Source: an optimization exercise on an open RTL-to-GDS flow (aim: small area and a short achievable clock period). Production flows keep margins and buffers that such runs may drop. The RTL was checked by simulation tests, not by an equivalence proof against the original design. Power figures rest on the tool's default switching activity, not on a simulated workload.

Design reversible_deque, start of the top module:
module reversible_deque (
  input  logic                         clk,
  input  logic                         rst,
  input  logic                         start,
  output logic                         busy,
  input  logic [rdq_pkg::KIND_W-1:0]   kind,
  input  logic [rdq_pkg::CHAR_W-1:0]   char_in,
  input  logic [rdq_pkg::POS_W-1:0]    position,
  output logic                         done,
  output logic [rdq_pkg::CHAR_W-1:0]   data_out,
  output logic [rdq_pkg::STAT_W-1:0]   status,
  output logic [rdq_pkg::LEN_W-1:0]    length
);
==> flow/config.mk <==
export PLATFORM = sky130hd
export DESIGN_NAME = reversible_deque
export DESIGN_NICKNAME = reversible_deque
export VERILOG_FILES = /design/flow/design.v
export SDC_FILE = /design/flow/constraint.sdc
export NUM_CORES = 4
export LEC_CHECK = 0
export CAP_MARGIN = 20
export CORE_MARGIN = 2
export CORE_UTILIZATION = 78
export CTS_BUF_LIST = sky130_fd_sc_hd__clkbuf_8 sky130_fd_sc_hd__clkbuf_16
export CTS_CLUSTER_DIAMETER = 70
export CTS_CLUSTER_SIZE = 30
export SETUP_SLACK_MARGIN = 3.0
export SLEW_MARGIN = 20
export TNS_END_PERCENT = 5
==> flow/constraint.sdc <==
create_clock -name core_clock -period 6.0 [get_ports {clk}]
set_input_delay 1.2000 -clock core_clock [delete_from_list [all_inputs] [get_ports {clk}]]
set_output_delay 1.2000 -clock core_clock [all_outputs]
set_load 0.01 [all_outputs]
standard.sh (not shown) runs the stock make flow with config.mk's settings and CLKGATE_MAP_FILE= SYNTH_SCRIPT=/design/flow/synth_recipe.tcl, a recipe that flattens the netlist after the stock synthesis.
==> flow/flow/run.sh <==
#!/bin/bash
export BUFFER_PORTS_ARGS="-buffer_cell sky130_fd_sc_hd__buf_4"
bash standard.sh > standard.log 2>&1
The starting point did not get past clock tree synthesis (4_1_cts) with DPL-0033.
Rerun with:
--- a/flow/flow/run.sh
+++ b/flow/flow/run.sh
@@ -2,0 +3 @@
+export REMOVE_ABC_BUFFERS=1
--- a/flow/config.mk
+++ b/flow/config.mk
@@ -10 +10 @@
-export CORE_UTILIZATION = 78
+export CORE_UTILIZATION = 65
What happened:
- With this change the flow finished clean
- area after synthesis is unchanged
- synthesized cell count does not change
Rerun with:
--- a/flow/flow/run.sh
+++ b/flow/flow/run.sh
@@ -3 +2,0 @@
-export REMOVE_ABC_BUFFERS=1
--- a/flow/config.mk
+++ b/flow/config.mk
@@ -10 +10 @@
-export CORE_UTILIZATION = 65
+export CORE_UTILIZATION = 70
The changed run completed without violations.
Via count increases by 3.1%.
Clock skew stays flat.
Synthesized area does not change.
Worst hold slack gains 0.016 ns.

* * *

== west ==
The RTL this note starts from:
==> flow/design.v <==
package rdq_pkg;
  localparam int unsigned DEPTH  = 256;
  localparam int unsigned AW     = 8;
  localparam int unsigned FW     = 9;
  localparam int unsigned KIND_W = 2;
  localparam int unsigned CHAR_W = 8;
  localparam int unsigned POS_W  = 10;
  localparam int unsigned STAT_W = 2;
  localparam int unsigned LEN_W  = 11;
endpackage
module rdq_store (
  input  logic            clk,
  input  logic [15:0]     wf_hi,
  input  logic [15:0]     wf_lo,
  input  logic [15:0]     wb_hi,
  input  logic [15:0]     wb_lo,
  input  logic [7:0]      wdata,
  input  logic [3:0][3:0] rsel,
  input  logic            rd_en,
  output logic [7:0]      rdata
);
  logic [7:0] mem [rdq_pkg::DEPTH];
  for (genvar i = 0; i < rdq_pkg::DEPTH; i++) begin : g_row
    logic we;
    assign we = (wf_hi[i / 16] & wf_lo[i % 16]) | (wb_hi[i / 16] & wb_lo[i % 16]);
    always_ff @(posedge clk) begin
      if (we) mem[i] <= wdata;
    end
  end
  logic [63:0][7:0] lv1;
  logic [15:0][7:0] lv2;
  logic [3:0][7:0]  lv3;
  logic [3:0][7:0]  lv3_q;
  logic [3:0]       top_q;
  always_ff @(posedge clk) begin
    lv3_q <= lv3;
    top_q <= rsel[3] & {4{rd_en}};
  end
  always_comb begin
    for (int q = 0; q < 64; q++) begin
      lv1[q] = '0;
      for (int k = 0; k < 4; k++) lv1[q] = lv1[q] | (mem[4 * q + k] & {8{rsel[0][k]}});
    end
    for (int q = 0; q < 16; q++) begin
      lv2[q] = '0;
      for (int k = 0; k < 4; k++) lv2[q] = lv2[q] | (lv1[4 * q + k] & {8{rsel[1][k]}});
    end
    for (int q = 0; q < 4; q++) begin
      lv3[q] = '0;
      for (int k = 0; k < 4; k++) lv3[q] = lv3[q] | (lv2[4 * q + k] & {8{rsel[2][k]}});
    end
    rdata = '0;
    for (int k = 0; k < 4; k++) rdata = rdata | (lv3_q[k] & {8{top_q[k]}});
  end
endmodule
module rdq_ctrl (
  input  logic                         clk,
  input  logic                         rst,
  input  logic                         start,
  input  logic [1:0]                   kind,
  input  logic [9:0]                   position,
  output logic [15:0]                  wf_hi,     
  output logic [15:0]                  wf_lo,     
  output logic [15:0]                  wb_hi,     
  output logic [15:0]                  wb_lo,     
  output logic [3:0][3:0]              rsel,      
  output logic                         rd_ok,
  output logic [1:0]                   status_now,
  output logic [8:0]                   fill_now
);
  logic [7:0] head;    
  logic [7:0] back;    
  logic [8:0] fill;
  logic       rev;
  logic [7:0] rbase;   
  logic       full;
  logic [7:0] head_dec;
  logic       is_push, is_read, phys_back, push_ok;
  assign full     = fill[8];
  assign head_dec = head - 8'd1;
  assign is_push  = kind[0] ^ kind[1];
  assign is_read  = kind[0] & kind[1];
  assign phys_back = kind[1] ^ rev;
  assign push_ok  = is_push & ~full;
  logic k1, k2;
  assign k1 = start & kind[0] & ~kind[1];
  assign k2 = start & kind[1] & ~kind[0];
  always_comb begin
    for (int h = 0; h < 16; h++) begin
      wf_hi[h] = (k1 & ~full & ~rev & (head_dec[7:4] == 4'(h))) |
                 (k2 & ~full &  rev & (head_dec[7:4] == 4'(h)));
      wb_hi[h] = (k1 & ~full &  rev & (back[7:4] == 4'(h))) |
                 (k2 & ~full & ~rev & (back[7:4] == 4'(h)));
      wf_lo[h] = (head_dec[3:0] == 4'(h));
      wb_lo[h] = (back[3:0] == 4'(h));
    end
  end
  logic [3:0][3:0]  pd_oh, dsum, dgt;
  logic [3:0][3:0][3:0] dtab;
  logic [3:0]       dgen, dprop;
  logic [3:0]       dcar;
  always_comb begin
    for (int i = 0; i < 4; i++) begin
      for (int m = 0; m < 4; m++) begin
        pd_oh[i][m] = (position[2*i +: 2] == 2'(m));
        for (int k = 0; k < 4; k++) begin
          dtab[i][k][m] = rev ? (rbase[2*i +: 2] == 2'((k + m + 1) & 3))
                              : (rbase[2*i +: 2] == 2'((k - m) & 3));
        end
        dgt[i][m] = rev ? (rbase[2*i +: 2] > 2'(m)) : (rbase[2*i +: 2] > 2'(3 - m));
      end
      for (int k = 0; k < 4; k++) begin
        dsum[i][k] = |(pd_oh[i] & dtab[i][k]);
      end
      dgen[i]  = |(pd_oh[i] & dgt[i]);
      dprop[i] = dsum[i][3];
    end
    dcar[0] = 1'b0;
    dcar[1] = dgen[0];
    dcar[2] = dgen[1] | (dprop[1] & dgen[0]);
    dcar[3] = dgen[2] | (dprop[2] & dgen[1]) | (dprop[2] & dprop[1] & dgen[0]);
    for (int i = 0; i < 4; i++) begin
      for (int k = 0; k < 4; k++) begin
        rsel[i][k] = dcar[i] ? dsum[i][(k - 1) & 3] : dsum[i][k];
      end
    end
  end
  logic [3:0] dlt, deq;
  logic       pos_lt;
  always_comb begin
    for (int i = 0; i < 4; i++) begin
      dlt[i] = (position[2*i +: 2] < fill[2*i +: 2]);
      deq[i] = (position[2*i +: 2] == fill[2*i +: 2]);
    end
    pos_lt = dlt[3] | (deq[3] & dlt[2]) | (deq[3] & deq[2] & dlt[1]) |
             (deq[3] & deq[2] & deq[1] & dlt[0]);
  end
  assign rd_ok = is_read & ~position[9] & ~position[8] & (full | pos_lt);
  always_comb begin
    status_now = 2'd0;
    if (is_push & full) status_now = 2'd1;
    if (is_read & ~rd_ok) status_now = 2'd2;
  end
  assign fill_now = push_ok ? fill + 9'd1 : fill;
  logic [7:0] head_nx, back_nx;
  logic       rev_nx;
  always_comb begin
    head_nx = head;
    back_nx = back;
    rev_nx  = rev;
    if (kind == 2'd0) rev_nx = ~rev;
    if (push_ok) begin
      if (phys_back) back_nx = back + 8'd1;
      else           head_nx = head_dec;
    end
  end
  always_ff @(posedge clk) begin
    if (rst) begin
      head  <= '0;
      back  <= '0;
      fill  <= '0;
      rev   <= 1'b0;
      rbase <= '0;
    end else if (start) begin
      fill  <= fill_now;
      head  <= head_nx;
      back  <= back_nx;
      rev   <= rev_nx;
      rbase <= rev_nx ? back_nx : head_nx;
    end
  end
endmodule
module reversible_deque (
  input  logic                         clk,
  input  logic                         rst,
  input  logic                         start,
  output logic                         busy,
  input  logic [rdq_pkg::KIND_W-1:0]   kind,
  input  logic [rdq_pkg::CHAR_W-1:0]   char_in,
  input  logic [rdq_pkg::POS_W-1:0]    position,
  output logic                         done,
  output logic [rdq_pkg::CHAR_W-1:0]   data_out,
  output logic [rdq_pkg::STAT_W-1:0]   status,
  output logic [rdq_pkg::LEN_W-1:0]    length
);
  logic [15:0] wf_hi, wf_lo, wb_hi, wb_lo;
  logic [3:0][3:0] rsel;
  logic        rd_ok;
  logic [1:0]  status_now;
  logic [8:0]  fill_now;
  logic [7:0]  rdata;
  logic [1:0]  status_q;
  logic [8:0]  length_q;
  assign busy = 1'b0;
  rdq_ctrl u_ctrl (
    .clk        (clk),
    .rst        (rst),
    .start      (start),
    .kind       (kind),
    .position   (position),
    .wf_hi      (wf_hi),
    .wf_lo      (wf_lo),
    .wb_hi      (wb_hi),
    .wb_lo      (wb_lo),
    .rsel       (rsel),
    .rd_ok      (rd_ok),
    .status_now (status_now),
    .fill_now   (fill_now)
  );
  rdq_store u_store (
    .clk   (clk),
    .wf_hi (wf_hi),
    .wf_lo (wf_lo),
    .wb_hi (wb_hi),
    .wb_lo (wb_lo),
    .wdata (char_in),
    .rsel  (rsel),
    .rd_en (rd_ok),
    .rdata (rdata)
  );
  always_ff @(posedge clk) begin
    if (rst) done <= 1'b0;
    else     done <= start;
  end
  always_ff @(posedge clk) begin
    status_q <= status_now;
    length_q <= fill_now;
  end
  assign data_out = rdata;
  assign status   = status_q;
  assign length   = {2'b00, length_q};
endmodule
export LEC_CHECK = 0
export CAP_MARGIN = 20
export CORE_MARGIN = 2
export CORE_UTILIZATION = 60
export CTS_BUF_LIST = sky130_fd_sc_hd__clkbuf_8 sky130_fd_sc_hd__clkbuf_16
export CTS_CLUSTER_DIAMETER = 70
export CTS_CLUSTER_SIZE = 30
export SETUP_SLACK_MARGIN = 3.0
export SLEW_MARGIN = 20
export TNS_END_PERCENT = 5
create_clock -name core_clock -period 6.0 [get_ports {clk}]
==> flow/flow/run.sh <==
#!/bin/bash
export BUFFER_PORTS_ARGS="-buffer_cell sky130_fd_sc_hd__buf_4"
bash standard.sh > standard.log 2>&1
#### Input delta (north over west)
Settings: CORE_UTILIZATION: 60 -> 70.
==> notes.md <==
- In summary, north completed successfully, with a layout that passed the timing, DRC and antenna checks.
- Cmp west and north / aggregate routed wire length / lower: north
- Fraction of met2 tracks used by global routing: north vs west up 5.8 points
- north against west: overall via count from detail_route now sits higher, die width now sits lower, average wire per standard cell now sits higher.
- Of west and north, the run reporting the higher setup slack at placement was west.
- Between west and north, the total power after layout is higher for west.
- Looking only at share of total power in combinational logic, and setting everything else aside, the lower value of west and north goes to north.
- Looking at power density normalized to cell area, north sits 2.6% below west.

[what the ideal ports hide]
The flow's constraints put no driver on any port. The routed layouts listed below were extracted and timed again, unchanged, in two steps. Step 1 sets driving cells, clkbuf_16 on the clock port and buf_2 on the other inputs (assumed; they add their load-dependent delay and slew). Step 2 times the ports against the registers' clock, not the clock port: input delays grow and output delays shrink by t, the midpoint of the rising clock arrivals with the driver on. Slacks: no drivers / after step 1 / after step 2; pairs: no drivers / after step 1.
run	t, ns	slack for setup (ns)	worst setup path after step 2	worst register clock-pin slew, ns	pins driven straight from the clock port
the second run of note 1	0.829	2.535 / 2.562 / 1.733	input to register	0.11 / 0.11	1
the third run of note 1	0.828	2.518 / 2.511 / 1.724	input to register	0.12 / 0.12	1
west	0.859	2.788 / 2.708 / 1.980	input to register	0.11 / 0.11	1
north	0.839	2.769 / 2.711 / 1.977	input to register	0.11 / 0.11	1
After both steps setup and hold are still met in every run listed. The setup slack of west, which loses most, moves by -0.080 ns with the drivers and by -0.808 ns with both steps.
